This design comes from an exercise in tuning for a short achievable clock period and few clock cycles on the open sky130 flow, not from production work.
Only simulation tests tie the RTL to the original design; equivalence was not proved.
Power is estimated from default activity; no workload was simulated.

<file path="design.v">
package rvCorePkg;
  localparam int wordW = 32;   
  typedef logic [wordW-1:0] word_t;
  typedef logic [4:0] regAddr_t;   
  localparam word_t resetPc = '0;
endpackage
package rvIsaPkg;
  typedef enum logic [6:0] {
    LUI    = 7'b0110111,
    AUIPC  = 7'b0010111,
    JAL    = 7'b1101111,
    JALR   = 7'b1100111,
    BRANCH = 7'b1100011,
    LOAD   = 7'b0000011,
    STORE  = 7'b0100011,
    I_OP   = 7'b0010011,   
    R_OP   = 7'b0110011    
  } opcode_t;
  typedef enum logic [3:0] {
    ADD, SUB, SLL, SLT, SLTU, XOR, SRL, SRA, OR, AND
  } aluOp_t;
  typedef enum logic [2:0] {
    BEQ  = 3'b000,
    BNE  = 3'b001,
    BLT  = 3'b100,
    BGE  = 3'b101,
    BLTU = 3'b110,
    BGEU = 3'b111
  } branchOp_t;
  typedef enum logic [2:0] {I_TYPE, S_TYPE, B_TYPE, U_TYPE, J_TYPE} immType_t;
  localparam logic [31:0] nopInstr = 32'h0000_0013;   
endpackage
module regFile (
  input  logic                Clock,
  input  rvCorePkg::regAddr_t rs1,
  input  rvCorePkg::regAddr_t rs2,
  output rvCorePkg::word_t    rdData1,
  output rvCorePkg::word_t    rdData2,
  input  logic                wrEn,
  input  rvCorePkg::regAddr_t wrAddr,
  input  rvCorePkg::word_t    wrData
);
  rvCorePkg::word_t regs [1:31];
  function automatic rvCorePkg::word_t readPort(rvCorePkg::regAddr_t addr);
    if (addr == 5'd0) readPort = 32'd0;
    else readPort = regs[addr];   
  endfunction
  always_comb begin
    rdData1 = readPort(rs1);
    rdData2 = readPort(rs2);
  end
  always_ff @(posedge Clock) begin
    if (wrEn && wrAddr != '0) regs[wrAddr] <= wrData;
  end
endmodule
module rvCore (
  input  logic  Clock,
  input  logic  rst,
  output rvCorePkg::word_t imemAddr,
  input  rvCorePkg::word_t imemData,
  output rvCorePkg::word_t dmemAddr,
  output rvCorePkg::word_t dmemWrData,
  output logic  dmemWrEn,
  output logic  dmemRdEn,
  input  rvCorePkg::word_t dmemRdData
);
  typedef rvCorePkg::word_t word_t;
  typedef rvCorePkg::regAddr_t regAddr_t;
  localparam int BTBN = 4;
  logic  eRedirect, vRedirect, dRedirect;   
  word_t eTarget, vTarget, dTarget;
  logic  stallD;
  logic     wenE, ldE, stE, brE, jalrE, fusedE, auipcE, predE, usePreE, shortE, nopBrE;
  regAddr_t rdE;
  word_t    opAE, opBE, sdE, preE, altE;
  logic     fAsE, fAoE, fBsE, fBoE, fS1E, fSLE, sumSelE;
  logic     aAdd, aSub, aSll, aSlt, aSltu, aXor, aSrl, aSra, aOr, aAnd;
  logic [2:0] bf3E;
  logic     wenM, ldM, selSumM;
  regAddr_t rdM;
  word_t    sumM, othM, resM;   
  logic     wenW, ldW;
  regAddr_t rdW;
  word_t    resW;
  word_t    wbData;
  logic  btbV [BTBN];
  word_t btbPc [BTBN];
  word_t btbTg [BTBN];
  logic [1:0] btbPtr;
  logic  btbIns;
  logic  btbHit;
  word_t btbTarget;
  word_t pc;
  always_comb begin
    btbHit    = 1'b0;
    btbTarget = '0;
    for (int i = 0; i < BTBN; i++) begin
      if (btbV[i] && btbPc[i] == pc) begin
        btbHit    = 1'b1;
        btbTarget = btbTarget | btbTg[i];
      end
    end
  end
  logic  pcNew;      
  logic  f2V;        
  word_t pcF2;       
  logic  f2B;        
  word_t f2T;
  logic  f2Red, f2Bx;
  logic [11:0] f2J, f2Br;
  word_t f2Tgt, f2Tx;
  function automatic logic [11:0] ks12(logic [11:0] a, logic [11:0] b);
    logic [11:0] g, p, gn, pn, x;
    x = a ^ b;
    g = a & b;
    p = x;
    for (int d = 1; d < 12; d = d * 2) begin
      gn = g; pn = p;
      for (int i = d; i < 12; i++) begin
        gn[i] = g[i] | (p[i] & g[i-d]);
        pn[i] = p[i] & p[i-d];
      end
      g = gn; p = pn;
    end
    ks12 = x ^ {g[10:0], 1'b0};
  endfunction
  assign f2J   = ks12(pcF2[13:2], {imemData[13:12], imemData[20], imemData[30:22]});
  assign f2Br  = ks12(pcF2[13:2], {imemData[31], imemData[31], imemData[7], imemData[30:25], imemData[11:9]});
  assign f2Tgt = {pcF2[31:14], imemData[3] ? f2J : f2Br, 2'b00};
  assign f2Red = f2V && !f2B && advance &&
                 ((imemData[6:0] == 7'b1101111) || (imemData[6:0] == 7'b1100011 && imemData[31]));
  assign f2Bx  = f2B || f2Red;
  assign f2Tx  = f2Red ? f2Tgt : f2T;
  logic [1:0] occ;   
  word_t b0I, b0P, b0T, b1I, b1P, b1T;
  logic  b0B, b1B, b0H, b1H;   
  logic  irV, btbD, hitD;
  word_t ir, pcD, btbTgD;
  logic  flushF;
  logic  dTake;      
  logic [1:0] occAfter;
  logic  advance;
  assign imemAddr = pc;
  assign dTake    = !irV || !stallD;
  assign flushF   = eRedirect || vRedirect || dRedirect;
  always_comb begin
    occAfter = occ;
    if (dTake) begin
      if (occ != 2'd0) occAfter = occ - 2'd1 + {1'b0, f2V};
      else             occAfter = 2'd0;
    end else begin
      occAfter = occ + {1'b0, f2V};
    end
  end
  assign advance = ({1'b0, occAfter} + {2'b0, pcNew}) <= 3'd1;
  always_ff @(posedge Clock) begin
    if (rst) begin
      pc    <= rvCorePkg::resetPc;
      pcNew <= 1'b1;
      f2V   <= 1'b0;
    end else begin
      f2V  <= pcNew && !flushF && !f2Red;
      if (eRedirect) begin
        pc <= eTarget;
        pcNew <= 1'b1;
      end else if (vRedirect) begin
        pc <= vTarget;
        pcNew <= 1'b1;
      end else if (dRedirect) begin
        pc <= dTarget;
        pcNew <= 1'b1;
      end else if (advance) begin
        pc <= f2Red ? f2Tgt : btbHit ? btbTarget : pc + 32'd4;
        pcNew <= 1'b1;
      end else begin
        pcNew <= 1'b0;
      end
    end
    pcF2 <= pc;
    f2B  <= btbHit;
    f2T  <= btbTarget;
  end
  always_ff @(posedge Clock) begin
    if (rst || flushF) begin
      occ <= 2'd0;
    end else begin
      occ <= occAfter;
    end
    if (dTake) begin
      if (occ == 2'd2) begin
        b0I <= b1I; b0P <= b1P; b0B <= b1B; b0T <= b1T; b0H <= b1H;
        b1I <= imemData; b1P <= pcF2; b1B <= f2Bx; b1T <= f2Tx; b1H <= f2B;
      end else begin
        b0I <= imemData; b0P <= pcF2; b0B <= f2Bx; b0T <= f2Tx; b0H <= f2B;
      end
    end else if (f2V) begin
      if (occ == 2'd0) begin
        b0I <= imemData; b0P <= pcF2; b0B <= f2Bx; b0T <= f2Tx; b0H <= f2B;
      end else begin
        b1I <= imemData; b1P <= pcF2; b1B <= f2Bx; b1T <= f2Tx; b1H <= f2B;
      end
    end
  end
  always_ff @(posedge Clock) begin
    if (rst || flushF) begin
      irV <= 1'b0;
    end else if (dTake) begin
      irV <= (occ != 2'd0) || f2V;
    end
    if (dTake) begin
      if (occ != 2'd0) begin
        pcD <= b0P; btbD <= b0B; btbTgD <= b0T; hitD <= b0H;
      end else begin
        pcD <= pcF2; btbD <= f2Bx; btbTgD <= f2Tx; hitD <= f2B;
      end
      ir <= irIn;
      isLui <= dLui; isAuipc <= dAuipc; isJal <= dJal; isJalr <= dJalr; isBr <= dBr;
      isLd <= dLd; isSt <= dSt; isAlu <= dOp || dOpI;
      wenD <= dWen; useA <= dUseA; useB <= dUseB; useS <= dUseS;
      brBack <= dBr && irIn[31];
      immT <= dJal ? dImmJ : dBr ? dImmB : dImmU;
      immO <= dSt ? dImmS : dImmI;
      immI <= dImmI;
      shortD <= dBr && !irIn[31] && (dImmB <= 32'd16) && (dImmB != 32'd4);
      nopBrD <= dBr && (dImmB == 32'd4);
      dAdd  <= dLd || dSt || dJalr || ((dOp || dOpI) && dF3 == 3'b000 && !(dOp && irIn[30]));
      dSub  <= dOp && dF3 == 3'b000 && irIn[30];
      dSll  <= (dOp || dOpI) && dF3 == 3'b001;
      dSlt  <= (dOp || dOpI) && dF3 == 3'b010;
      dSltu <= (dOp || dOpI) && dF3 == 3'b011;
      dXor  <= (dOp || dOpI) && dF3 == 3'b100;
      dSrl  <= (dOp || dOpI) && dF3 == 3'b101 && !irIn[30];
      dSra  <= (dOp || dOpI) && dF3 == 3'b101 && irIn[30];
      dOr   <= (dOp || dOpI) && dF3 == 3'b110;
      dAnd  <= (dOp || dOpI) && dF3 == 3'b111;
    end
  end
  word_t irIn;
  logic [6:0] dOpc;
  logic [2:0] dF3;
  logic dLui, dAuipc, dJal, dJalr, dBr, dLd, dSt, dOpI, dOp, dWen, dUseA, dUseB, dUseS;
  word_t dImmI, dImmS, dImmB, dImmU, dImmJ;
  assign irIn = (occ != 2'd0) ? b0I : imemData;
  assign dOpc = irIn[6:0];
  assign dF3  = irIn[14:12];
  assign dLui   = (dOpc == 7'b0110111);
  assign dAuipc = (dOpc == 7'b0010111);
  assign dJal   = (dOpc == 7'b1101111);
  assign dJalr  = (dOpc == 7'b1100111);
  assign dBr    = (dOpc == 7'b1100011);
  assign dLd    = (dOpc == 7'b0000011);
  assign dSt    = (dOpc == 7'b0100011);
  assign dOpI   = (dOpc == 7'b0010011);
  assign dOp    = (dOpc == 7'b0110011);
  assign dWen  = (dLui || dAuipc || dJal || dJalr || dLd || dOpI || dOp) && (irIn[11:7] != 5'd0);
  assign dUseA = dJalr || dBr || dLd || dSt || dOpI || dOp;
  assign dUseB = dBr || dOp;    
  assign dUseS = dSt;           
  assign dImmI = {{20{irIn[31]}}, irIn[31:20]};
  assign dImmS = {{20{irIn[31]}}, irIn[31:25], irIn[11:7]};
  assign dImmB = {{20{irIn[31]}}, irIn[7], irIn[30:25], irIn[11:8], 1'b0};
  assign dImmU = {irIn[31:12], 12'b0};
  assign dImmJ = {{12{irIn[31]}}, irIn[19:12], irIn[20], irIn[30:21], 1'b0};
  logic [2:0] f3;
  regAddr_t   rs1, rs2, rd;
  logic isLui, isAuipc, isJal, isJalr, isBr, isLd, isSt, isAlu;
  logic wenD, useA, useB, useS, brBack, shortD, nopBrD;
  logic dAdd, dSub, dSll, dSlt, dSltu, dXor, dSrl, dSra, dOr, dAnd;
  word_t immT, immO, immI;
  assign f3  = ir[14:12];
  assign rd  = ir[11:7];
  assign rs1 = ir[19:15];
  assign rs2 = ir[24:20];
  word_t rf1, rf2, rd1, rd2;
  regFile regFile_i (
    .Clock  (Clock),
    .rs1    (rs1),
    .rs2    (rs2),
    .rdData1(rf1),
    .rdData2(rf2),
    .wrEn   (wenW),
    .wrAddr (rdW),
    .wrData (wbData)
  );
  logic aHitE, aHitM, bHitE, bHitM;
  assign aHitE = wenE && (rdE == rs1);
  assign aHitM = wenM && (rdM == rs1);
  assign bHitE = wenE && (rdE == rs2);
  assign bHitM = wenM && (rdM == rs2);
  logic aWt, bWt;
  assign aWt = wenW && (rdW == rs1) && !aHitM;
  assign bWt = wenW && (rdW == rs2) && !bHitM;
  assign rd1 = ({32{aWt && ldW}}  & dmemRdData)
             | ({32{aWt && !ldW}} & resW)
             | ({32{!aWt && aHitM}} & resM)
             | ({32{!aWt && !aHitM}} & rf1);
  assign rd2 = ({32{bWt && ldW}}  & dmemRdData)
             | ({32{bWt && !ldW}} & resW)
             | ({32{!bWt && bHitM}} & resM)
             | ({32{!bWt && !bHitM}} & rf2);
  assign stallD = irV && (
      (useA && ((aHitE && ldE) || (aHitM && ldM))) ||
      (useB && ((bHitE && ldE) || (bHitM && ldM))) ||
      (useS && bHitE && ldE));
  logic  skipV, skipNow;
  word_t skipTgt;
  logic  inShadowD;
  assign inShadowD = skipV && (pcD != skipTgt);
  word_t pcImm, pcPlus4, fusedTarget;
  logic  fusedD, wantTaken, btbOk;
  assign pcImm       = pcD + immT;
  assign pcPlus4     = pcD + 32'd4;
  assign fusedD      = isJalr && auipcE && aHitE;   
  assign fusedTarget = preE + immI;
  assign wantTaken   = !inShadowD && (isJal || brBack || fusedD);
  assign btbOk       = btbD && !inShadowD && (isJal || brBack);
  logic dGo, dGoE;
  assign dGo       = irV && !stallD && !eRedirect && !vRedirect;   
  assign dGoE      = dGo && !inShadowD && !skipNow;
  assign dRedirect = dGo && !btbOk && (wantTaken || btbD);
  assign dTarget   = !wantTaken ? pcPlus4 :
                     fusedD ? {fusedTarget[31:1], 1'b0} : pcImm;
  assign btbIns    = dGo && !hitD && wantTaken && !fusedD;
  always_ff @(posedge Clock) begin
    if (rst) vRedirect <= 1'b0;
    else     vRedirect <= dGo && btbOk && (pcImm != btbTgD);
    vTarget <= pcImm;
  end
  always_ff @(posedge Clock) begin
    if (rst) begin
      for (int i = 0; i < BTBN; i++) btbV[i] <= 1'b0;
      btbPtr <= '0;
    end else if (btbIns) begin
      btbV[btbPtr]  <= 1'b1;
      btbPc[btbPtr] <= pcD;
      btbTg[btbPtr] <= pcImm;
      btbPtr <= btbPtr + 2'd1;
    end
  end
  always_ff @(posedge Clock) begin
    if (rst || !dGoE) begin
      wenE <= 1'b0; ldE <= 1'b0; stE <= 1'b0; brE <= 1'b0;
      jalrE <= 1'b0; auipcE <= 1'b0;
    end else begin
      wenE <= wenD; ldE <= isLd; stE <= isSt; brE <= isBr;
      jalrE <= isJalr; auipcE <= isAuipc;
    end
    fusedE  <= fusedD;
    predE   <= isJal || brBack || fusedD;
    shortE  <= shortD;
    nopBrE  <= nopBrD;   
    rdE     <= rd;
    usePreE <= isLui || isAuipc || isJal || isJalr;
    preE    <= isLui ? immT : isAuipc ? pcImm : pcPlus4;
    altE    <= brBack ? pcPlus4 : pcImm;
    bf3E    <= f3;
    opAE    <= rd1;
    opBE    <= useB ? rd2 : immO;
    sdE     <= rd2;
    fAsE    <= useA && aHitE && sumSelE;
    fAoE    <= useA && aHitE && !sumSelE;
    fBsE    <= useB && bHitE && sumSelE;
    fBoE    <= useB && bHitE && !sumSelE;
    sumSelE <= dAdd && !isJalr;
    fS1E    <= useS && bHitE;
    fSLE    <= useS && !bHitE && bHitM && ldM;   
    aAdd    <= dAdd;
    aSub    <= dSub;
    aSll    <= dSll;
    aSlt    <= dSlt;
    aSltu   <= dSltu;
    aXor    <= dXor;
    aSrl    <= dSrl;
    aSra    <= dSra;
    aOr     <= dOr;
    aAnd    <= dAnd;
  end
  word_t srcA, srcB, sdv, sum, diff, oth;
  logic  eq, ltS, ltU, taken;
  logic [4:0] sh;
  logic  eMiss;
  word_t eMissTarget;
  assign srcA = ({32{fAsE}} & sumM) | ({32{fAoE}} & othM) | ({32{!fAsE && !fAoE}} & opAE);
  assign srcB = ({32{fBsE}} & sumM) | ({32{fBoE}} & othM) | ({32{!fBsE && !fBoE}} & opBE);
  assign sdv  = fS1E ? resM : fSLE ? dmemRdData : sdE;
  function automatic word_t ksAdd(word_t a, word_t b, logic cin);
    logic [31:0] g, p, gn, pn, x;
    x = a ^ b;
    g = a & b;
    p = x;
    g[0] = g[0] | (p[0] & cin);
    for (int d = 1; d < 32; d = d * 2) begin
      gn = g; pn = p;
      for (int i = d; i < 32; i++) begin
        gn[i] = g[i] | (p[i] & g[i-d]);
        pn[i] = p[i] & p[i-d];
      end
      g = gn; p = pn;
    end
    ksAdd = x ^ {g[30:0], cin};
  endfunction
  assign sum  = ksAdd(srcA, srcB, 1'b0);
  assign diff = srcA - srcB;
  assign eq   = (srcA == srcB);
  assign ltS  = ($signed(srcA) < $signed(srcB));
  assign ltU  = (srcA < srcB);
  assign sh   = srcB[4:0];
  always_comb begin
    oth = ({32{aSub}}  & diff)
        | ({32{aSll}}  & (srcA << sh))
        | ({32{aSlt}}  & {31'b0, ltS})
        | ({32{aSltu}} & {31'b0, ltU})
        | ({32{aXor}}  & (srcA ^ srcB))
        | ({32{aSrl}}  & (srcA >> sh))
        | ({32{aSra}}  & word_t'($signed(srcA) >>> sh))
        | ({32{aOr}}   & (srcA | srcB))
        | ({32{aAnd}}  & (srcA & srcB));
    if (usePreE) oth = preE;
  end
  always_comb begin
    case (bf3E)
      3'b000:  taken = eq;
      3'b001:  taken = !eq;
      3'b100:  taken = ltS;
      3'b101:  taken = !ltS;
      3'b110:  taken = ltU;
      3'b111:  taken = !ltU;
      default: taken = 1'b0;
    endcase
  end
  assign skipNow = brE && shortE && taken && !eRedirect && !dRedirect && !(irV && btbD);
  assign eMiss       = !eRedirect &&
                       ((brE && !nopBrE && (taken != predE) && !skipNow) || (jalrE && !fusedE));
  assign eMissTarget = (jalrE && !fusedE) ? {sum[31:1], 1'b0} : altE;
  always_ff @(posedge Clock) begin
    if (rst) eRedirect <= 1'b0;
    else     eRedirect <= eMiss;
    eTarget <= eMissTarget;
  end
  always_ff @(posedge Clock) begin
    if (rst || eRedirect || vRedirect) skipV <= 1'b0;
    else if (skipNow) skipV <= 1'b1;
    else if (dGo && !inShadowD) skipV <= 1'b0;   
    if (skipNow) skipTgt <= altE;
  end
  always_ff @(posedge Clock) begin
    if (rst) begin
      dmemWrEn <= 1'b0; dmemRdEn <= 1'b0; wenM <= 1'b0; ldM <= 1'b0;
      wenW <= 1'b0; ldW <= 1'b0;
    end else begin
      dmemWrEn <= stE && !eRedirect; dmemRdEn <= ldE && !eRedirect;
      wenM <= wenE && !eRedirect; ldM <= ldE && !eRedirect;
      wenW <= wenM; ldW <= ldM;
    end
    dmemAddr   <= sum;
    dmemWrData <= sdv;
    sumM <= sum;
    othM <= oth;
    selSumM <= sumSelE;
    rdM  <= rdE;
    resW <= resM;
    rdW  <= rdM;
  end
  assign resM   = selSumM ? sumM : othM;
  assign wbData = ldW ? dmemRdData : resW;
endmodule
</file>
<file path="run.sh">
#!/bin/bash
# synth_recipe.tcl (not shown) runs the flow's synth.tcl, then flattens the netlist and writes it again
# the make line also repeats each setting of config.mk as NAME=value (left out here)
make -C /OpenROAD-flow-scripts/flow DESIGN_CONFIG=/design/flow/config.mk WORK_HOME=/design/flow/orfs CLKGATE_MAP_FILE= SYNTH_SCRIPT=/design/flow/synth_recipe.tcl finish
</file>
<file path="config.mk">
export PLATFORM = sky130hd
export DESIGN_NAME = rvCore
export DESIGN_NICKNAME = rvCore
export VERILOG_FILES = /design/flow/design.v
export SDC_FILE = /design/flow/constraint.sdc
export NUM_CORES = 4
export LEC_CHECK = 0
export ABC_CLOCK_PERIOD_IN_PS = 2000
export CAP_MARGIN = 20
export CORE_MARGIN = 2
export CORE_UTILIZATION = 40
export PLACE_DENSITY = 0.6
export SETUP_SLACK_MARGIN = 5
export SLEW_MARGIN = 20
export TNS_END_PERCENT = 100
</file>
<file path="constraint.sdc">
create_clock -name core_clock -period 8.0 [get_ports {Clock}]
set_input_delay 1.6000 -clock core_clock [delete_from_list [all_inputs] [get_ports {Clock}]]
set_output_delay 1.6000 -clock core_clock [all_outputs]
set_load 0.01 [all_outputs]
</file>
==> results of run 1 <==
-- logic make-up after synthesis --
family,Yosys count,synth area share
flip-flops,2144,0.569
AND/OR/NAND/NOR,1715,0.0737
AO/OA/AOI/OAI,1589,0.102
multiplexers,1061,0.171
buffers and inverters,771,0.0294
XOR/XNOR,375,0.0321
adder cells (fa/ha/maj),187,0.0229
-- layer usage --
layer / global-route usage / share of wire
met5: 0 / 0.00061
met4: 0.199 / 0.078
met3: 0.101 / 0.13
met2: 0.493 / 0.43
met1: 0.426 / 0.36
-- through the flow --
step                utilization  std cells
finish                    0.530      12500
global route              0.530      12500
CTS                       0.508      12200
detailed placement        0.426      11100
global placement          0.425      11100
floorplan                     -       7842
-- Yosys cell counts, types with 19 or more instances --
library cell and instances:
sky130_fd_sc_hd__edfxtp_1 1625, sky130_fd_sc_hd__nand2_1 738, sky130_fd_sc_hd__mux4_2 563, sky130_fd_sc_hd__dfxtp_1 519
sky130_fd_sc_hd__nor2_1 472, sky130_fd_sc_hd__a21oi_1 370, sky130_fd_sc_hd__o21ai_0 369, sky130_fd_sc_hd__mux2i_1 353
sky130_fd_sc_hd__clkbuf_1 336, sky130_fd_sc_hd__inv_1 240, sky130_fd_sc_hd__xor2_1 202, sky130_fd_sc_hd__ha_1 181
sky130_fd_sc_hd__xnor2_1 168, sky130_fd_sc_hd__mux2_2 144, sky130_fd_sc_hd__a22oi_1 128, sky130_fd_sc_hd__nand3_1 96
sky130_fd_sc_hd__a21o_1 92, sky130_fd_sc_hd__buf_2 89, sky130_fd_sc_hd__buf_1 87, sky130_fd_sc_hd__nor3_1 86
sky130_fd_sc_hd__a211oi_1 78, sky130_fd_sc_hd__a22o_1 70, sky130_fd_sc_hd__o211ai_1 70, sky130_fd_sc_hd__nor4_1 53
sky130_fd_sc_hd__nand4_1 49, sky130_fd_sc_hd__nand2b_1 34, sky130_fd_sc_hd__and3_1 33, sky130_fd_sc_hd__a31oi_1 32
sky130_fd_sc_hd__and2_1 30, sky130_fd_sc_hd__o21a_1 30, sky130_fd_sc_hd__o21bai_1 26, sky130_fd_sc_hd__nor2b_1 25
sky130_fd_sc_hd__a221oi_1 22, sky130_fd_sc_hd__o22ai_1 22, sky130_fd_sc_hd__or3_1 22, sky130_fd_sc_hd__a311oi_1 20
sky130_fd_sc_hd__o221ai_1 19
-- power breakdown --
part | switching, mW | leakage, nW | internal (mW) | total, mW
Clock | 4.78 | 3.80 | 6.29 | 11.1
Combinational | 2.52 | 27.1 | 1.96 | 4.48
Sequential | 0.442 | 20.0 | 12.2 | 12.7
Total | 7.74 | 50.9 | 20.5 | 28.2
-- area by class of cell --
class | count | area, um^2 | area share
repair inverters | 7 | 56.3 | 0.000409
diodes | 22 | 55.1 | 0.000400
well taps | 3402 | 4260 | 0.0310
clock buffers | 290 | 6140 | 0.0447
flip-flops and latches | 2144 | 59500 | 0.433
inverters | 248 | 1060 | 0.00770
clock inverters | 132 | 1690 | 0.0123
multi-input cells | 4956 | 49300 | 0.359
repair buffers | 1302 | 15400 | 0.112
-- worst max-delay path, delay by kind of cell, from the launching register on --
kind	cells	cell delay (ns)
fa+ha+maj	1	0.26
buf+inv	7	0.98
flops	1	0.37
compound gates	6	1.28
mux	1	0.21
simple gates	4	0.61
-- repair_timing --
item / in CTS / in global routing
endpoints found under the hold margin: 0 / 0
pin swaps: 291 / 325
gates cloned: 80 / 67
resized for setup: 2060 / 670
endpoints found under the setup margin: 1546 / 1131
setup buffers: 587 / 216
-- final timing paths --
kind | to | slack [ns] | cells after the start
max | skipTgt[23] | 3.99 | 19
min | rdM[4] | 0.34 | 0
max reg2reg | skipTgt[23] | 3.99 | 19
min reg2reg | rdM[4] | 0.34 | 0
==> run summary, run 1 <==
The first global-routing pass estimated 611000 um of wire. The flow ran to the end, but the layout failed its checks. The number of setup violations in the final report came out at 0. The total I/O pin count came out at 164. The overall die height came out at 514 um. The peak supply drop came out at 0.000249 V. The number of sinks on the clock net came out at 2144. For this configuration, the core starts out at a cell density of 0.401. The post-route fraction of the period consumed by the critical path is 0.502. The leading cell type in the layout, fill and taps excluded is sky130_fd_sc_hd__edfxtp_1. The worst setup path is captured at a flip-flop. The number of distinct library cell variants in the gate-level netlist after synthesis came out at 111. The final hold slack came out at 0.338 ns. The first element of the critical path is fAoE. The maximum achievable frequency came out at 249 MHz. The number of vias per cell came out at 6.45. TritonCTS built the clock tree. The net count after synthesis came out at 8095. The maximum root-to-sink buffer count came out at 3. The number of buffers created by CTS is 221. Among the stages of the critical path, the cell type that occurs most often is sky130_fd_sc_hd__buf_12.

The largest stage delay on the critical path came out at 0.42 ns. The count of nets after finishing came out at 9133. In the synthesized netlist the async set-or-reset flop fraction comes to 0.

STA puts the critical path data arrival time at 4.61 ns. The number of iterations in the first detailed-routing pass is 9. In this run, the number of DRC markers left after iteration 0 of detailed routing was 11800. The top-area cell type share of the netlist area is 0.469. The filler cell count came out at 21100. The post-layout instance area is 138000 um^2. The post-synthesis instance area is 104000 um^2. The last weighted congestion value of the routability-driven placer is 1.05. Setup repair after global routing could not meet its margin everywhere. The max capacitance violation total came out at 1. The number of synthesized register bits is 2144. The setup skew after layout is 0.131 ns. The final-report max-slew violation count is 6. Traced cell by cell, the critical path runs through buf_12 > nor2_4 > buf_12 > buf_8 > buf_16 > a21oi_4 > inv_2 > ha_4 > nand2b_4 > a21oi_4 > o311a_1 > o311a_4 > nor3_4 > o21ai_2 > mux2i_2 > a221oi_4 > buf_12 > nor2_4 > buf_12. The largest net degree at the start of global routing came out at 70. The area of the core came out at 259000 um^2.

The aggregate global-route resource usage is 0.331. The post-detailed-route count of antenna-violating nets is 0. For the worst-skew pair, the clock arrives at the later sink with an insertion delay of 0.97 ns. The data required time at the worst endpoint came out at 8.60 ns.

The average cell area after synthesis came out at 13.3 um^2. The type of the most critical hold path is reg -> reg. The shortest period the worst path allows is 4.01 ns.

The top cell types in the final layout, fill and taps aside, are 1625 x sky130_fd_sc_hd__edfxtp_1, 620 x sky130_fd_sc_hd__nand2_1, 585 x sky130_fd_sc_hd__buf_4. Counting flops per register, the top entry is regFile_i.regs. The final count of hold timing violations came out at 0.

For this block, the via count after detailed routing is 80600. The synthesized design contains 1625 enable-type register cells. The analysis attributes to cell leakage a power of 50.9 nW. The via count of the first global-routing pass is 76100.

STA classifies the critical path startpoint as a flip-flop. The fraction of layout instances using a drive strength above 1 is 0.384. Headroom to the max-slew limit came out at -0.101. The register with the most flip-flops in the layout has 992 of them.

The die area came out at 264000 um^2. The count of buffers from port buffering is 163. The type of the worst setup path is reg -> reg. The startpoint of the worst register-to-register path is fAoE. In this run the horizontal extent of the chip is 514 um.

Clock tree synthesis selected as its root buffer the cell sky130_fd_sc_hd__clkbuf_16. The worst hold path begins at rdE[4]. sky130_fd_sc_hd__edfxtp_1 takes more of the synthesized area than any other cell.

Summed over all layers, the routed wires come to 464000 um. The worst-case setup margin in the final layout came out at 3.99 ns. The total number of yosys warnings is 2. The violated checks flagged are capacitance limit, slew limit. The estimated wirelength of the detail-placed design came out at 280000 um. For this design, the slowest cell found on the critical path is sky130_fd_sc_hd__o311a_4. Sorting the synthesized cells by area gives the leading types as sky130_fd_sc_hd__edfxtp_1 47%, sky130_fd_sc_hd__mux4_2 12%, sky130_fd_sc_hd__dfxtp_1 10%. The transition at the pin with the smallest max-transition slack is 1.63 ns. The largest fanout on the critical path came out at 8. After global routing the overflow that remains totals 0. The cell area after placement is 110000 um^2.

The post-synthesis sequential area ratio came out at 0.569. The final sum of negative setup slack came out at 0 ns. Synthesis produced 7842 cells. The number of placement rows is 187. The number of hold buffers added after CTS was 0.

The worst slack at placement is 2.37 ns. The synthesis-to-layout area growth came out at 32.1%. After clock tree synthesis, the clock-pin slew on the worst setup and hold paths is 0.06 ns.

The count of H-tree levels built during CTS is 4. The initial antenna violation count is 53. The detailed-route wire length per cell is 37.1 um. In this run the power density over the cells is 205 nW/um^2. The remaining design rule violation count is 0. The largest registers in the layout are regFile_i.regs (992), btbPc (128), btbTg (124). In the synthesized netlist the dominant register cell turns out to be sky130_fd_sc_hd__edfxtp_1. The total power of the final layout is 28.2 mW.
Testbench counts, summed over its fixed seeds: cycles 57,993.
==> run 2, diff against run 1 <==
--- a/design.v
+++ b/design.v
@@ -72,4 +72,6 @@
   logic  stallD;
   logic     wenE, ldE, stE, brE, jalrE, fusedE, auipcE, predE, usePreE, shortE, nopBrE;
+  logic     killE;   
+  logic     wenEv;
   regAddr_t rdE;
   word_t    opAE, opBE, sdE, preE, altE;
@@ -220,4 +222,6 @@
       brBack <= dBr && irIn[31];
       immT <= dJal ? dImmJ : dBr ? dImmB : dImmU;
+      immHiZ <= dJal ? (dImmJ[31:14] == '0) : dBr ? (dImmB[31:14] == '0) : 1'b0;
+      immHiO <= dJal ? (dImmJ[31:14] == '1) : dBr ? (dImmB[31:14] == '1) : 1'b0;
       immO <= dSt ? dImmS : dImmI;
       immI <= dImmI;
@@ -268,4 +272,5 @@
   logic dAdd, dSub, dSll, dSlt, dSltu, dXor, dSrl, dSra, dOr, dAnd;
   word_t immT, immO, immI;
+  logic  immHiZ, immHiO;
   assign f3  = ir[14:12];
   assign rd  = ir[11:7];
@@ -284,7 +289,8 @@
   );
   logic aHitE, aHitM, bHitE, bHitM;
-  assign aHitE = wenE && (rdE == rs1);
+  assign wenEv = wenE && !killE;
+  assign aHitE = wenEv && (rdE == rs1);
   assign aHitM = wenM && (rdM == rs1);
-  assign bHitE = wenE && (rdE == rs2);
+  assign bHitE = wenEv && (rdE == rs2);
   assign bHitM = wenM && (rdM == rs2);
   logic aWt, bWt;
@@ -307,22 +313,27 @@
   logic  inShadowD;
   assign inShadowD = skipV && (pcD != skipTgt);
-  word_t pcImm, pcPlus4, fusedTarget;
+  word_t pcImm, pcPlus4;
   logic  fusedD, wantTaken, btbOk;
   assign pcImm       = pcD + immT;
   assign pcPlus4     = pcD + 32'd4;
-  assign fusedD      = isJalr && auipcE && aHitE;   
-  assign fusedTarget = preE + immI;
+  logic [13:0] lowT, lowF;
+  logic okT, okF;
+  assign lowT = {1'b0, pcD[13:1]} + {1'b0, immT[13:1]};
+  assign lowF = {1'b0, preE[13:1]} + {1'b0, immI[13:1]};
+  assign okT  = lowT[13] ? immHiO : immHiZ;
+  assign okF  = (lowF[13] == immI[31]);
+  assign fusedD      = isJalr && auipcE && aHitE && okF;   
   assign wantTaken   = !inShadowD && (isJal || brBack || fusedD);
   assign btbOk       = btbD && !inShadowD && (isJal || brBack);
   logic dGo, dGoE;
   assign dGo       = irV && !stallD && !eRedirect && !vRedirect;   
-  assign dGoE      = dGo && !inShadowD && !skipNow;
-  assign dRedirect = dGo && !btbOk && (wantTaken || btbD);
+  assign dGoE      = dGo && !inShadowD;
+  assign dRedirect = dGo && !btbOk && ((wantTaken && (fusedD || okT)) || (!wantTaken && btbD));
   assign dTarget   = !wantTaken ? pcPlus4 :
-                     fusedD ? {fusedTarget[31:1], 1'b0} : pcImm;
+                     fusedD ? {preE[31:14], lowF[12:0], 1'b0} : {pcD[31:14], lowT[12:0], 1'b0};
   assign btbIns    = dGo && !hitD && wantTaken && !fusedD;
   always_ff @(posedge Clock) begin
     if (rst) vRedirect <= 1'b0;
-    else     vRedirect <= dGo && btbOk && (pcImm != btbTgD);
+    else     vRedirect <= dGo && ((btbOk && (pcImm != btbTgD)) || (!btbOk && wantTaken && !fusedD && !okT));
     vTarget <= pcImm;
   end
@@ -429,11 +440,16 @@
     endcase
   end
-  assign skipNow = brE && shortE && taken && !eRedirect && !dRedirect && !(irV && btbD);
-  assign eMiss       = !eRedirect &&
+  assign skipNow = brE && shortE && taken && !eRedirect && !killE && !dRedirect && !(irV && btbD);
+  assign eMiss       = !eRedirect && !killE &&
                        ((brE && !nopBrE && (taken != predE) && !skipNow) || (jalrE && !fusedE));
   assign eMissTarget = (jalrE && !fusedE) ? {sum[31:1], 1'b0} : altE;
   always_ff @(posedge Clock) begin
-    if (rst) eRedirect <= 1'b0;
-    else     eRedirect <= eMiss;
+    if (rst) begin
+      eRedirect <= 1'b0;
+      killE     <= 1'b0;
+    end else begin
+      eRedirect <= eMiss;
+      killE     <= skipNow;
+    end
     eTarget <= eMissTarget;
   end
@@ -442,5 +458,5 @@
     else if (skipNow) skipV <= 1'b1;
     else if (dGo && !inShadowD) skipV <= 1'b0;   
-    if (skipNow) skipTgt <= altE;
+    if (!skipV) skipTgt <= altE;
   end
   always_ff @(posedge Clock) begin
@@ -449,6 +465,6 @@
       wenW <= 1'b0; ldW <= 1'b0;
     end else begin
-      dmemWrEn <= stE && !eRedirect; dmemRdEn <= ldE && !eRedirect;
-      wenM <= wenE && !eRedirect; ldM <= ldE && !eRedirect;
+      dmemWrEn <= stE && !eRedirect && !killE; dmemRdEn <= ldE && !eRedirect && !killE;
+      wenM <= wenE && !eRedirect && !killE; ldM <= ldE && !eRedirect && !killE;
       wenW <= wenM; ldW <= ldM;
     end
==> run summary, run 2 <==
The TritonCTS clock tree is done (unchanged). The number of placement rows came out at 185 (was 187). The area of the core came out at 254000 um^2 (was 259000 um^2).

The post-layout instance area is 134000 um^2 (was 138000 um^2). The horizontal extent of the die came out at 510 um (was 514 um). The type of the most critical hold path is reg -> reg (unchanged). The shortest period the worst path allows came out at 4.24 ns (was 4.01 ns).

The worst flop-to-flop path endpoint was pc[22] (was skipTgt[23]). The cell count after synthesis is 7717 (was 7842). The number of distinct library cell variants in the gate-level netlist after synthesis is 101 (was 111). The main flop type after synthesis is sky130_fd_sc_hd__edfxtp_1 (unchanged). The number of synthesized register bits is 2147 (was 2144). The total I/O pin count came to 164 (unchanged). Most frequent cells after synthesis: 1627 x sky130_fd_sc_hd__edfxtp_1, 752 x sky130_fd_sc_hd__nand2_1, 568 x sky130_fd_sc_hd__mux4_2 (was 1625 x sky130_fd_sc_hd__edfxtp_1, 738 x sky130_fd_sc_hd__nand2_1, 563 x sky130_fd_sc_hd__mux4_2). The clock edge transition at the registers on the reported setup and hold paths is 0.07 ns (was 0.06 ns).

The number of instances in the placed design is 10900 (was 11100). The count of buffers from port buffering came out at 163 (unchanged). The post-synthesis sequential area ratio is 0.578 (was 0.569). The number of setup violations in the final report is 0 (unchanged). The transition at the pin with the smallest max-transition slack is 1.25 ns (was 1.63 ns). The endpoint arrival time on the critical path came out at 4.95 ns (was 4.61 ns). The type of the worst setup path is reg -> reg (unchanged). The count of nets after finishing is 8881 (was 9133).

The remaining max-slew budget at the tightest pin was 0.165 (was -0.101). The post-detailed-route count of antenna-violating nets is 0 (unchanged). The largest net degree at the start of global routing came out at 89 (was 70). The post-synthesis instance area is 102000 um^2 (was 104000 um^2).

The via count of the first global-routing pass was 74600 (was 76100). The remaining design rule violation count came out at 0 (unchanged). The number of sinks on the clock net came out at 2147 (was 2144). The setup skew after layout is 0.0993 ns (was 0.131 ns). The aggregate global-route resource usage was 0.318 (was 0.331). The estimated wirelength of the detail-placed design is 256000 um (was 280000 um). The effective utilization at floorplan is 0.403 (was 0.401). The total via count in the routed design is 78100 (was 80600).

The initial antenna violation count is 31 (was 53). The remaining global-route overflow is 0 (unchanged). The total number of yosys warnings came out at 2 (unchanged).

The synthesis-to-layout area growth was 30.3% (was 32.1%). The number of vias per cell is 6.39 (was 6.45). The last weighted congestion value of the routability-driven placer came out at 1.02 (was 1.05). The post-route fraction of the period consumed by the critical path is 0.530 (was 0.502). The flip-flop count of the largest register after layout is 992 (unchanged). The post-detailed-routing wire length came out at 431000 um (was 464000 um). The CTS root buffer was sky130_fd_sc_hd__clkbuf_16 (unchanged). The peak supply drop came to 0.000209 V (was 0.000249 V).

The detailed-route wire length per cell is 35.3 um (was 37.1 um). The reg2reg setup slack is 3.76 ns (was 3.99 ns). The number of synthesized flops with an enable pin came to 1627 (was 1625). The wire length of the first global-routing pass came out at 581000 um (was 611000 um). The fraction of layout instances using a drive strength above 1 is 0.364 (was 0.384). The maximum achievable frequency came out at 236 MHz (was 249 MHz). The die area came out at 260000 um^2 (was 264000 um^2). The final sum of negative setup slack is 0 ns (unchanged).

The net count after synthesis came out at 7953 (was 8095). The final count of hold timing violations came to 0 (unchanged). The final-report max-slew violation count is 0 (was 6).

Synth top area cells: sky130_fd_sc_hd__edfxtp_1 48%, sky130_fd_sc_hd__mux4_2 12%, sky130_fd_sc_hd__dfxtp_1 10% (was sky130_fd_sc_hd__edfxtp_1 47%, sky130_fd_sc_hd__mux4_2 12%, sky130_fd_sc_hd__dfxtp_1 10%). The number of non-filler instances in the completed layout came out at 12200 (was 12500). The worst-skew pair later-pin latency came out at 0.93 ns (was 0.97 ns). The leakage power is 49.2 nW (was 50.9 nW). The most frequently used cell type in the post-synthesis netlist is sky130_fd_sc_hd__edfxtp_1 (unchanged). The max capacitance violation total came out at 0 (was 1).

The largest fanout on the critical path came out at 4 (was 8). The leading area contributor after synthesis is sky130_fd_sc_hd__edfxtp_1 (unchanged). The top register by number of flip-flops is regFile_i.regs (unchanged).

The top-area cell type share of the netlist area was 0.477 (was 0.469). The maximum root-to-sink buffer count came out at 3 (unchanged). The origin of the worst min-delay path is ir[8] (was rdE[4]). Largest registers: regFile_i.regs (992), btbPc (128), btbTg (124) (unchanged). The average cell area after synthesis is 13.3 um^2 (about the same). The leading cell type in the layout, fill and taps excluded is sky130_fd_sc_hd__edfxtp_1 (unchanged).

The fraction of synthesis flops using an asynchronous set or reset pin came out at 0 (unchanged). The worst hold endpoint is rdE[1] (was rdM[4]). The number of iterations in the first detailed-routing pass came out at 7 (was 9).

The cell area after placement came out at 108000 um^2 (was 110000 um^2). The number of hold buffers added after cts came out at 0 (unchanged). The count of H-tree levels built during CTS is 4 (unchanged). The overall die height was 510 um (was 514 um).

The number of buffers created by CTS is 223 (was 221). Most used cells in the layout excluding fill and tap cells: 1627 x sky130_fd_sc_hd__edfxtp_1, 705 x sky130_fd_sc_hd__nand2_1, 568 x sky130_fd_sc_hd__mux4_2 (was 1625 x sky130_fd_sc_hd__edfxtp_1, 620 x sky130_fd_sc_hd__nand2_1, 585 x sky130_fd_sc_hd__buf_4). The final hold slack came to 0.346 ns (was 0.338 ns).

The startpoint kind of the worst setup timing path is a flip-flop (unchanged). The data required time at the worst endpoint is 8.72 ns (was 8.60 ns). Unrepaired setup endpoints after global routing: true (unchanged). The kind of capture point of the worst setup path is a flip-flop (unchanged). The detailed router's first-iteration violation count came to 11500 (was 11800). The cell depth of the worst hold path is 0 (unchanged). The ratio of total power to cell area was 206 nW/um^2 (was 205 nW/um^2).

The number of cells on the worst reg-to-reg path came out at 12 (was 19). Result of the run: complete, no violations (was finished with violations). The startpoint of the worst register-to-register path is pcD[6] (was fAoE).
-- run 2: how the worst max path moves through the flow --
| stage | from | endpoint | slack, ns |
|---|---|---|---|
| 3_3_place_gp | fBsE | eTarget[28] | 2.59 |
| 2_1_floorplan | immI[3] | b1B | 3.42 |
| 6_report | pcD[6] | pc[22] | 3.76 |
| 4_1_cts | pcD[4] | pc[22] | 3.72 |
| 3_5_place_dp | imemData[1] | immT[26] | 2.55 |
| 5_1_grt | pcD[6] | pc[5] | 3.79 |
-- run 2: cell families after synthesis --
family          after synthesis  share of synthesized area
flops                      2147                      0.578
mux                         974                      0.166
simple gates               1706                     0.0734
compound gates             1575                     0.0995
fa+ha+maj                   170                     0.0212
buf+inv                     774                     0.0289
xor+xnor                    371                     0.0327
-- run 2: through the flow --
stage | power, mW | setup slack (ns) | utilization
floorplan | 14.1 | 3.42 | -
global placement | 15.6 | 2.59 | 0.426
detailed placement | 15.5 | 2.55 | 0.426
CTS | 27.1 | 3.72 | 0.508
global route | 28.1 | 3.79 | 0.525
finish | 27.5 | 3.76 | 0.525
-- run 2: final cells by class --
type | count | area [um^2]
Inverter | 248 | 1030
Tap cell | 3366 | 4210
Timing Repair Buffer | 1191 | 14100
Sequential cell | 2147 | 59600
Clock inverter | 138 | 1520
Timing Repair inverter | 6 | 70.1
Clock buffer | 285 | 6160
Multi-Input combinational cell | 4828 | 46800
Antenna cell | 13 | 32.5
Fill cell | 20600 | 121000
-- run 2: layer usage --
layer	share of wire	global-route usage	vias to the layer above	routed length [um]
li1	-	-	31500	-
met1	0.36	0.399	39700	154000
met2	0.45	0.490	5431	193000
met3	0.11	0.0731	1462	47400
met4	0.086	0.216	14	37200
met5	0.00017	0	-	75
-- run 2: timing repair --
item,in CTS,in global routing
gates resized for setup,2029,535
pin swaps,305,230
gates cloned,82,36
hold endpoints to repair,0,0
buffers inserted,579,174
endpoints found under the setup margin,1446,1186
-- run 2: critical path: stages (launching register included) --
cell	delay, ns
sky130_fd_sc_hd__edfxtp_1	0.42
sky130_fd_sc_hd__buf_12	0.17
sky130_fd_sc_hd__ha_4	0.26
sky130_fd_sc_hd__and3_4	0.18
sky130_fd_sc_hd__a21bo_1	0.19
sky130_fd_sc_hd__a221o_1	0.38
sky130_fd_sc_hd__o31a_4	0.33
sky130_fd_sc_hd__mux2i_4	0.23
sky130_fd_sc_hd__nor2_2	0.05
sky130_fd_sc_hd__or4_4	0.45
sky130_fd_sc_hd__and2_4	0.20
sky130_fd_sc_hd__a222oi_1	0.97
sky130_fd_sc_hd__a211oi_1	0.22
-- run 2: report_power, final --
group / switching, mW / internal, mW / total (mW)
Sequential: 0.348 / 12.2 / 12.6
Clock: 4.74 / 6.11 / 10.8
Combinational: 2.31 / 1.75 / 4.06
Testbench counts of run 2, summed over its fixed seeds: cycles 57,993.
==> run 3, diff against run 2 <==
--- a/design.v
+++ b/design.v
@@ -69,4 +69,5 @@
   localparam int BTBN = 4;
   logic  eRedirect, vRedirect, dRedirect;   
+  logic  dRedirect0;
   word_t eTarget, vTarget, dTarget;
   logic  stallD;
@@ -77,4 +78,5 @@
   word_t    opAE, opBE, sdE, preE, altE;
   logic     fAsE, fAoE, fBsE, fBoE, fS1E, fSLE, sumSelE;
+  logic     fAlE, fBlE;   
   logic     aAdd, aSub, aSll, aSlt, aSltu, aXor, aSrl, aSra, aOr, aAnd;
   logic [2:0] bf3E;
@@ -90,5 +92,6 @@
   word_t btbTg [BTBN];
   logic [1:0] btbPtr;
-  logic  btbIns;
+  logic  btbIns, btbInsR;   
+  rvCorePkg::word_t btbPcR, btbTgR;
   logic  btbHit;
   word_t btbTarget;
@@ -127,9 +130,39 @@
     ks12 = x ^ {g[10:0], 1'b0};
   endfunction
+  function automatic logic [12:0] ks13(logic [12:0] a, logic [12:0] b);
+    logic [12:0] g, p, gn, pn, x;
+    x = a ^ b;
+    g = a & b;
+    p = x;
+    for (int d = 1; d < 13; d = d * 2) begin
+      gn = g; pn = p;
+      for (int i = d; i < 13; i++) begin
+        gn[i] = g[i] | (p[i] & g[i-d]);
+        pn[i] = p[i] & p[i-d];
+      end
+      g = gn; p = pn;
+    end
+    ks13 = x ^ {g[11:0], 1'b0};
+  endfunction
+  logic        lastAu;        
+  logic [4:0]  lastRd;
+  logic [12:0] lastLow;       
+  logic [12:0] f2Jr;
+  logic        f2Jalr;
+  assign f2Jr   = ks13(lastLow, {imemData[31], imemData[31], imemData[31:21]});
+  assign f2Jalr = (imemData[6:0] == 7'b1100111) && lastAu && (imemData[19:15] == lastRd);
+  always_ff @(posedge Clock) begin
+    if (rst || flushF || f2Red) lastAu <= 1'b0;
+    else if (f2V) lastAu <= !f2B && (imemData[6:0] == 7'b0010111) && (imemData[11:7] != 5'd0);
+    if (f2V) begin
+      lastRd  <= imemData[11:7];
+      lastLow <= {pcF2[13:12] + imemData[13:12], pcF2[11:1]};
+    end
+  end
   assign f2J   = ks12(pcF2[13:2], {imemData[13:12], imemData[20], imemData[30:22]});
   assign f2Br  = ks12(pcF2[13:2], {imemData[31], imemData[31], imemData[7], imemData[30:25], imemData[11:9]});
-  assign f2Tgt = {pcF2[31:14], imemData[3] ? f2J : f2Br, 2'b00};
+  assign f2Tgt = {pcF2[31:14], imemData[3] ? f2J : imemData[2] ? f2Jr[12:1] : f2Br, 2'b00};
   assign f2Red = f2V && !f2B && advance &&
-                 ((imemData[6:0] == 7'b1101111) || (imemData[6:0] == 7'b1100011 && imemData[31]));
+                 ((imemData[6:0] == 7'b1101111) || (imemData[6:0] == 7'b1100011 && imemData[31]) || f2Jalr);
   assign f2Bx  = f2B || f2Red;
   assign f2Tx  = f2Red ? f2Tgt : f2T;
@@ -145,5 +178,5 @@
   assign imemAddr = pc;
   assign dTake    = !irV || !stallD;
-  assign flushF   = eRedirect || vRedirect || dRedirect;
+  assign flushF   = eRedirect || vRedirect || dRedirect0;
   always_comb begin
     occAfter = occ;
@@ -169,5 +202,5 @@
         pc <= vTarget;
         pcNew <= 1'b1;
-      end else if (dRedirect) begin
+      end else if (dRedirect0) begin
         pc <= dTarget;
         pcNew <= 1'b1;
@@ -313,5 +346,5 @@
   logic  inShadowD;
   assign inShadowD = skipV && (pcD != skipTgt);
-  word_t pcImm, pcPlus4;
+  word_t pcImm, pcPlus4, fusedFull, fullTgt;
   logic  fusedD, wantTaken, btbOk;
   assign pcImm       = pcD + immT;
@@ -323,11 +356,16 @@
   assign okT  = lowT[13] ? immHiO : immHiZ;
   assign okF  = (lowF[13] == immI[31]);
-  assign fusedD      = isJalr && auipcE && aHitE && okF;   
+  assign fusedD      = isJalr && auipcE && aHitE;   
+  assign fusedFull   = preE + immI;
+  assign fullTgt     = fusedD ? {fusedFull[31:1], 1'b0} : pcImm;
   assign wantTaken   = !inShadowD && (isJal || brBack || fusedD);
-  assign btbOk       = btbD && !inShadowD && (isJal || brBack);
+  assign btbOk       = btbD && !inShadowD && (isJal || brBack || fusedD);
   logic dGo, dGoE;
-  assign dGo       = irV && !stallD && !eRedirect && !vRedirect;   
+  logic dGo0;
+  assign dGo0      = irV && !stallD && !eRedirect && !vRedirect;   
+  assign dGo       = dGo0;
   assign dGoE      = dGo && !inShadowD;
-  assign dRedirect = dGo && !btbOk && ((wantTaken && (fusedD || okT)) || (!wantTaken && btbD));
+  assign dRedirect0 = dGo0 && !btbOk && (wantTaken || btbD);
+  assign dRedirect  = dRedirect0;
   assign dTarget   = !wantTaken ? pcPlus4 :
                      fusedD ? {preE[31:14], lowF[12:0], 1'b0} : {pcD[31:14], lowT[12:0], 1'b0};
@@ -335,6 +373,6 @@
   always_ff @(posedge Clock) begin
     if (rst) vRedirect <= 1'b0;
-    else     vRedirect <= dGo && ((btbOk && (pcImm != btbTgD)) || (!btbOk && wantTaken && !fusedD && !okT));
-    vTarget <= pcImm;
+    else     vRedirect <= dGo && ((btbOk && (fullTgt != btbTgD)) || (!btbOk && wantTaken && (fusedD ? !okF : !okT)));
+    vTarget <= fullTgt;
   end
   always_ff @(posedge Clock) begin
@@ -342,10 +380,16 @@
       for (int i = 0; i < BTBN; i++) btbV[i] <= 1'b0;
       btbPtr <= '0;
-    end else if (btbIns) begin
-      btbV[btbPtr]  <= 1'b1;
-      btbPc[btbPtr] <= pcD;
-      btbTg[btbPtr] <= pcImm;
-      btbPtr <= btbPtr + 2'd1;
+      btbInsR <= 1'b0;
+    end else begin
+      btbInsR <= btbIns;
+      if (btbInsR) begin
+        btbV[btbPtr]  <= 1'b1;
+        btbPc[btbPtr] <= btbPcR;
+        btbTg[btbPtr] <= btbTgR;
+        btbPtr <= btbPtr + 2'd1;
+      end
     end
+    btbPcR <= pcD;
+    btbTgR <= pcImm;
   end
   always_ff @(posedge Clock) begin
@@ -373,4 +417,6 @@
     fBsE    <= useB && bHitE && sumSelE;
     fBoE    <= useB && bHitE && !sumSelE;
+    fAlE    <= 1'b0;
+    fBlE    <= 1'b0;
     sumSelE <= dAdd && !isJalr;
     fS1E    <= useS && bHitE;
@@ -387,11 +433,19 @@
     aAnd    <= dAnd;
   end
-  word_t srcA, srcB, sdv, sum, diff, oth;
-  logic  eq, ltS, ltU, taken;
+  word_t srcA, srcB, cmpA, cmpB, sdv, sum, diff, oth;
+  logic  ltS, ltU, taken;
   logic [4:0] sh;
   logic  eMiss;
   word_t eMissTarget;
-  assign srcA = ({32{fAsE}} & sumM) | ({32{fAoE}} & othM) | ({32{!fAsE && !fAoE}} & opAE);
-  assign srcB = ({32{fBsE}} & sumM) | ({32{fBoE}} & othM) | ({32{!fBsE && !fBoE}} & opBE);
+  assign srcA = ({32{fAsE}} & sumM) | ({32{fAoE}} & othM) | ({32{fAlE}} & dmemRdData)
+              | ({32{!fAsE && !fAoE && !fAlE}} & opAE);
+  assign srcB = ({32{fBsE}} & sumM) | ({32{fBoE}} & othM) | ({32{fBlE}} & dmemRdData)
+              | ({32{!fBsE && !fBoE && !fBlE}} & opBE);
+  assign cmpA = ({32{fAsE}} & sumM) | ({32{fAoE}} & othM) | ({32{!fAsE && !fAoE}} & opAE);
+  assign cmpB = ({32{fBsE}} & sumM) | ({32{fBoE}} & othM) | ({32{!fBsE && !fBoE}} & opBE);
+  logic  beq, bltS, bltU;
+  assign beq  = (cmpA == cmpB);
+  assign bltS = ($signed(cmpA) < $signed(cmpB));
+  assign bltU = (cmpA < cmpB);
   assign sdv  = fS1E ? resM : fSLE ? dmemRdData : sdE;
   function automatic word_t ksAdd(word_t a, word_t b, logic cin);
@@ -413,5 +467,4 @@
   assign sum  = ksAdd(srcA, srcB, 1'b0);
   assign diff = srcA - srcB;
-  assign eq   = (srcA == srcB);
   assign ltS  = ($signed(srcA) < $signed(srcB));
   assign ltU  = (srcA < srcB);
@@ -431,14 +484,14 @@
   always_comb begin
     case (bf3E)
-      3'b000:  taken = eq;
-      3'b001:  taken = !eq;
-      3'b100:  taken = ltS;
-      3'b101:  taken = !ltS;
-      3'b110:  taken = ltU;
-      3'b111:  taken = !ltU;
+      3'b000:  taken = beq;
+      3'b001:  taken = !beq;
+      3'b100:  taken = bltS;
+      3'b101:  taken = !bltS;
+      3'b110:  taken = bltU;
+      3'b111:  taken = !bltU;
       default: taken = 1'b0;
     endcase
   end
-  assign skipNow = brE && shortE && taken && !eRedirect && !killE && !dRedirect && !(irV && btbD);
+  assign skipNow = brE && shortE && taken && !eRedirect && !killE && !dRedirect0 && !(irV && btbD);
   assign eMiss       = !eRedirect && !killE &&
                        ((brE && !nopBrE && (taken != predE) && !skipNow) || (jalrE && !fusedE));
--- a/config.mk
+++ b/config.mk
@@ -7,9 +7,9 @@
 export LEC_CHECK = 0
 export ABC_CLOCK_PERIOD_IN_PS = 2000
-export CAP_MARGIN = 20
+export CAP_MARGIN = 30
 export CORE_MARGIN = 2
 export CORE_UTILIZATION = 40
 export PLACE_DENSITY = 0.6
 export SETUP_SLACK_MARGIN = 5
-export SLEW_MARGIN = 20
+export SLEW_MARGIN = 30
 export TNS_END_PERCENT = 100
==> run summary, run 3 <==
The last weighted congestion value of the routability-driven placer is 0.990 (was 1.02). The top-area cell type share of the netlist area came to 0.465 (was 0.477). The kind of capture point of the worst setup path is a flip-flop (unchanged). The number of instances in the placed design came out at 11500 (was 10900). The most frequently used cell type in the post-synthesis netlist is sky130_fd_sc_hd__edfxtp_1 (unchanged). The count of buffers from port buffering came out at 163 (unchanged). The final-report max-slew violation count came out at 0 (unchanged). The net count after synthesis is 8423 (was 7953). CP cell instances: ha_2 > fa_2 > xor2_4 > xnor2_1 > o2111ai_1 > mux2i_1 > o311a_1 > o2111ai_2 > or4b_1 > or4_4 > a211oi_4 > nand4_1 > nor4b_2 > a31oi_1 (was buf_12 > ha_4 > and3_4 > a21bo_1 > a221o_1 > o31a_4 > mux2i_4 > nor2_2 > or4_4 > and2_4 > a222oi_1 > a211oi_1). The initial antenna violation count was 17 (was 31). The type of the worst setup path is reg -> reg (unchanged). The effective utilization at floorplan came out at 0.401 (was 0.403). The worst flop-to-flop path endpoint is vRedirect (was pc[22]). The number of sinks on the clock net is 2230 (was 2147). The shortest period the worst path allows came out at 4.09 ns (was 4.24 ns). The post-detailed-routing wire length is 437000 um (was 431000 um). The detailed-route wire length per cell came out at 34.4 um (was 35.3 um). The remaining max-slew budget at the tightest pin came to 0.140 (was 0.165). The ratio of total power to cell area came out at 212 nW/um^2 (was 206 nW/um^2).

The cell depth of the worst hold path came out at 0 (unchanged). The post-synthesis instance area is 106000 um^2 (was 102000 um^2). The worst-skew pair later-pin latency is 0.93 ns (about the same). The flip-flop count of the largest register after layout came out at 992 (unchanged).

The remaining design rule violation count is 0 (unchanged). The estimated wirelength of the detail-placed design came out at 269000 um (was 256000 um). The total I/O pin count came out at 164 (unchanged). Unrepaired setup endpoints after global routing: true (unchanged). The count of H-tree levels built during CTS came to 4 (unchanged). The overall die height came out at 520 um (was 510 um). The top register by number of flip-flops was regFile_i.regs (unchanged). The cell area after placement came out at 113000 um^2 (was 108000 um^2). The peak supply drop is 0.000257 V (was 0.000209 V). The startpoint kind of the worst setup timing path is a flip-flop (unchanged). The number of non-filler instances in the completed layout came to 12700 (was 12200). The count of nets after finishing is 9220 (was 8881). The data required time at the worst endpoint came to 8.79 ns (was 8.72 ns). The maximum root-to-sink buffer count is 3 (unchanged). The setup skew after layout came out at 0.0934 ns (was 0.0993 ns). The number of buffers and inverters on the critical path is 0 (was 1). The number of cells on the worst reg-to-reg path came out at 14 (was 12). The slowest library cell on the worst path is sky130_fd_sc_hd__or4_4 (was sky130_fd_sc_hd__a222oi_1).

The fraction of layout instances using a drive strength above 1 came out at 0.342 (was 0.364). The detailed router's first-iteration violation count was 10500 (was 11500). The number of buffers created by CTS came out at 232 (was 223). The synthesis-to-layout area growth came out at 28.8% (was 30.3%). The maximum achievable frequency came out at 245 MHz (was 236 MHz). The number of iterations in the first detailed-routing pass is 8 (was 7). The horizontal extent of the die came to 520 um (was 510 um). The worst-case setup margin in the final layout is 3.91 ns (was 3.76 ns). The largest net degree at the start of global routing was 69 (was 89). The max capacitance violation total came out at 0 (unchanged). The total via count in the routed design was 79300 (was 78100). Most frequent cells after synthesis: 1645 x sky130_fd_sc_hd__edfxtp_1, 775 x sky130_fd_sc_hd__nand2_1, 585 x sky130_fd_sc_hd__dfxtp_1 (was 1627 x sky130_fd_sc_hd__edfxtp_1, 752 x sky130_fd_sc_hd__nand2_1, 568 x sky130_fd_sc_hd__mux4_2). The worst slack at placement came out at 2.54 ns (was 2.55 ns). The number of hold buffers added after cts is 0 (unchanged). The post-synthesis sequential area ratio was 0.575 (was 0.578). The TritonCTS clock tree is done (unchanged). The number of setup violations in the final report came to 0 (unchanged). Most used cells in the layout excluding fill and tap cells: 1645 x sky130_fd_sc_hd__edfxtp_1, 736 x sky130_fd_sc_hd__nand2_1, 558 x sky130_fd_sc_hd__mux4_2 (was 1627 x sky130_fd_sc_hd__edfxtp_1, 705 x sky130_fd_sc_hd__nand2_1, 568 x sky130_fd_sc_hd__mux4_2).

The CTS root buffer is sky130_fd_sc_hd__clkbuf_16 (unchanged). The startpoint of the worst register-to-register path was pcD[1] (was pcD[6]). The main flop type after synthesis is sky130_fd_sc_hd__edfxtp_1 (unchanged). The final hold slack came to 0.336 ns (was 0.346 ns).

The final sum of negative setup slack came out at 0 ns (unchanged). The number of placement rows came to 189 (was 185). Synth top area cells: sky130_fd_sc_hd__edfxtp_1 46%, sky130_fd_sc_hd__mux4_2 12%, sky130_fd_sc_hd__dfxtp_1 11% (was sky130_fd_sc_hd__edfxtp_1 48%, sky130_fd_sc_hd__mux4_2 12%, sky130_fd_sc_hd__dfxtp_1 10%). The wire length of the first global-routing pass is 589000 um (was 581000 um). The area of the core is 265000 um^2 (was 254000 um^2). The dominant delay contributor by cell family on the critical path was simple AND/OR/NAND/NOR gates (was compound AO/OA/AOI/OAI gates). The leading area contributor after synthesis is sky130_fd_sc_hd__edfxtp_1 (unchanged). The number of vias per cell was 6.25 (was 6.39).

The number of distinct library cell variants in the gate-level netlist after synthesis came out at 93 (was 101). The post-detailed-route count of antenna-violating nets came out at 0 (unchanged). The endpoint arrival time on the critical path came out at 4.87 ns (was 4.95 ns).

The total number of yosys warnings is 2 (unchanged). The number of synthesized register bits came to 2230 (was 2147). The fraction of synthesis flops using an asynchronous set or reset pin was 0 (unchanged). The clock edge transition at the registers on the reported setup and hold paths is 0.06 ns (was 0.07 ns). The origin of the worst min-delay path is dSltu (was ir[8]).

Largest registers: regFile_i.regs (992), btbPc (128), btbTg (124) (unchanged). The largest fanout on the critical path came to 3 (was 4). The type of the most critical hold path is reg -> reg (unchanged).

The post-layout instance area came out at 137000 um^2 (was 134000 um^2). The aggregate global-route resource usage is 0.307 (was 0.318). The average cell area after synthesis came out at 13.0 um^2 (was 13.3 um^2). The reg2reg setup slack is 3.91 ns (was 3.76 ns).

The transition at the pin with the smallest max-transition slack is 1.29 ns (was 1.25 ns). The die area is 270000 um^2 (was 260000 um^2). The leading cell type in the layout, fill and taps excluded was sky130_fd_sc_hd__edfxtp_1 (unchanged). The post-route fraction of the period consumed by the critical path is 0.511 (was 0.530). The remaining global-route overflow was 0 (unchanged). The worst hold endpoint was aSltu (was rdE[1]). Result of the run: complete, no violations (unchanged).

The final count of hold timing violations is 0 (unchanged). The number of synthesized flops with an enable pin was 1645 (was 1627). The cell count after synthesis is 8157 (was 7717). The via count of the first global-routing pass came out at 76200 (was 74600). The leakage power is 50.1 nW (was 49.2 nW). The largest stage delay on the critical path is 0.54 ns (was 0.97 ns).
-- run 3: how the worst max path moves through the flow --
stage | end | slack (ns) | start | depth (start not counted)
2_1_floorplan | b0T[12] | 3.85 | imemData[22] | 12
3_3_place_gp | pc[17] | 2.57 | imemData[19] | 13
3_5_place_dp | immT[23] | 2.54 | imemData[5] | 8
4_1_cts | vRedirect | 3.96 | immI[0] | 14
5_1_grt | vRedirect | 3.83 | ir[17] | 14
6_report | vRedirect | 3.91 | pcD[1] | 14
-- run 3: where the power goes --
part | switching (mW) | internal (mW) | leakage, nW | total [mW]
combinational | 2.51 | 1.87 | 25.5 | 4.37
clock | 4.90 | 6.67 | 3.96 | 11.6
sequential | 0.357 | 12.7 | 20.6 | 13.1
total | 7.77 | 21.3 | 50.1 | 29.0
-- run 3: kinds of logic after synthesis --
kind of cell               synth area share
AOI/OAI and AO/OA                     0.107
buffers and inverters                0.0292
DFF                                   0.575
adders and majority gates            0.0241
xor gates and xnor gates             0.0355
and+or+nand+nor                      0.0737
muxes                                 0.156
-- run 3: stage by stage --
step           power, mW  utilization
6_report            29.0        0.517
5_1_grt             29.7        0.517
4_1_cts             28.6        0.499
3_5_place_dp        16.3        0.427
3_3_place_gp        16.3        0.425
2_1_floorplan       14.9            -
-- run 3: routing by layer --
| layer | GRT usage | routed length (um) | vias to the layer above |
|---|---|---|---|
| met4 | 0.199 | 34100 | 6 |
| met1 | 0.395 | 163000 | 40600 |
| met5 | 0 | 39 | - |
| met2 | 0.478 | 199000 | 4751 |
| met3 | 0.0536 | 40100 | 1157 |
| li1 | - | - | 32800 |
-- run 3: timing repair --
action	in CTS	in global routing
gates resized for setup	1838	481
pin swaps	326	252
setup buffers	481	195
endpoints found under the setup margin	1041	757
cloned	56	48
-- run 3: final cells by class --
class                   count  area, um^2
fillers                 22100      128000
clock buffers             296        6340
repair buffers           1099       12800
well taps                3533        4420
multi-input cells        5119       49000
flip-flops and latches   2230       61400
diodes                      8        20.0
inverters                 268        1080
clock inverters           145        1840
repair inverters            4        42.5
-- run 3: worst reg2reg max path, stage by stage, from the launching register on --
cell	delay [ns]
sky130_fd_sc_hd__edfxtp_1	0.45
sky130_fd_sc_hd__ha_2	0.22
sky130_fd_sc_hd__fa_2	0.44
sky130_fd_sc_hd__xor2_4	0.19
sky130_fd_sc_hd__xnor2_1	0.15
sky130_fd_sc_hd__o2111ai_1	0.11
sky130_fd_sc_hd__mux2i_1	0.16
sky130_fd_sc_hd__o311a_1	0.30
sky130_fd_sc_hd__o2111ai_2	0.15
sky130_fd_sc_hd__or4b_1	0.50
sky130_fd_sc_hd__or4_4	0.54
sky130_fd_sc_hd__a211oi_4	0.21
sky130_fd_sc_hd__nand4_1	0.19
sky130_fd_sc_hd__nor4b_2	0.30
sky130_fd_sc_hd__a31oi_1	0.11
Testbench counts of run 3, summed over its fixed seeds: cycles 57,202.

==> re-timing with driven ports <==
The results above use ideal ports. As a check the final layouts listed here were re-extracted and re-timed, cells and wires unchanged. Step 1 sets driving cells, clkbuf_16 on the clock port and buf_2 on the other inputs (assumed; they add their load-dependent delay and slew). Step 2 moves the port delays by t, midway between the first and last clock arrival at a register: inputs arrive t later, outputs are due t later. That takes back most of the time a late clock gives input paths. Slacks: ideal / step 1 / step 2; pairs: ideal / step 1.
run | t, ns | setup WS [ns] | worst hold slack (ns) | latest minus earliest clock arrival (ns) | worst register clock-pin slew, ns
run 1 | 0.998 | 3.985 / 3.985 / 3.594 | 0.338 / 0.338 / 0.338 | 0.131 / 0.132 | 0.08 / 0.08
run 2 | 0.972 | 3.763 / 3.763 / 3.394 | 0.346 / 0.346 / 0.346 | 0.100 / 0.100 | 0.07 / 0.07
run 3 | 0.989 | 3.915 / 3.915 / 3.282 | 0.336 / 0.336 / 0.336 | 0.094 / 0.095 | 0.07 / 0.07
For run 3, which loses most, drivers alone change the setup slack by 0.000 ns; drivers and shift together by -0.633 ns.
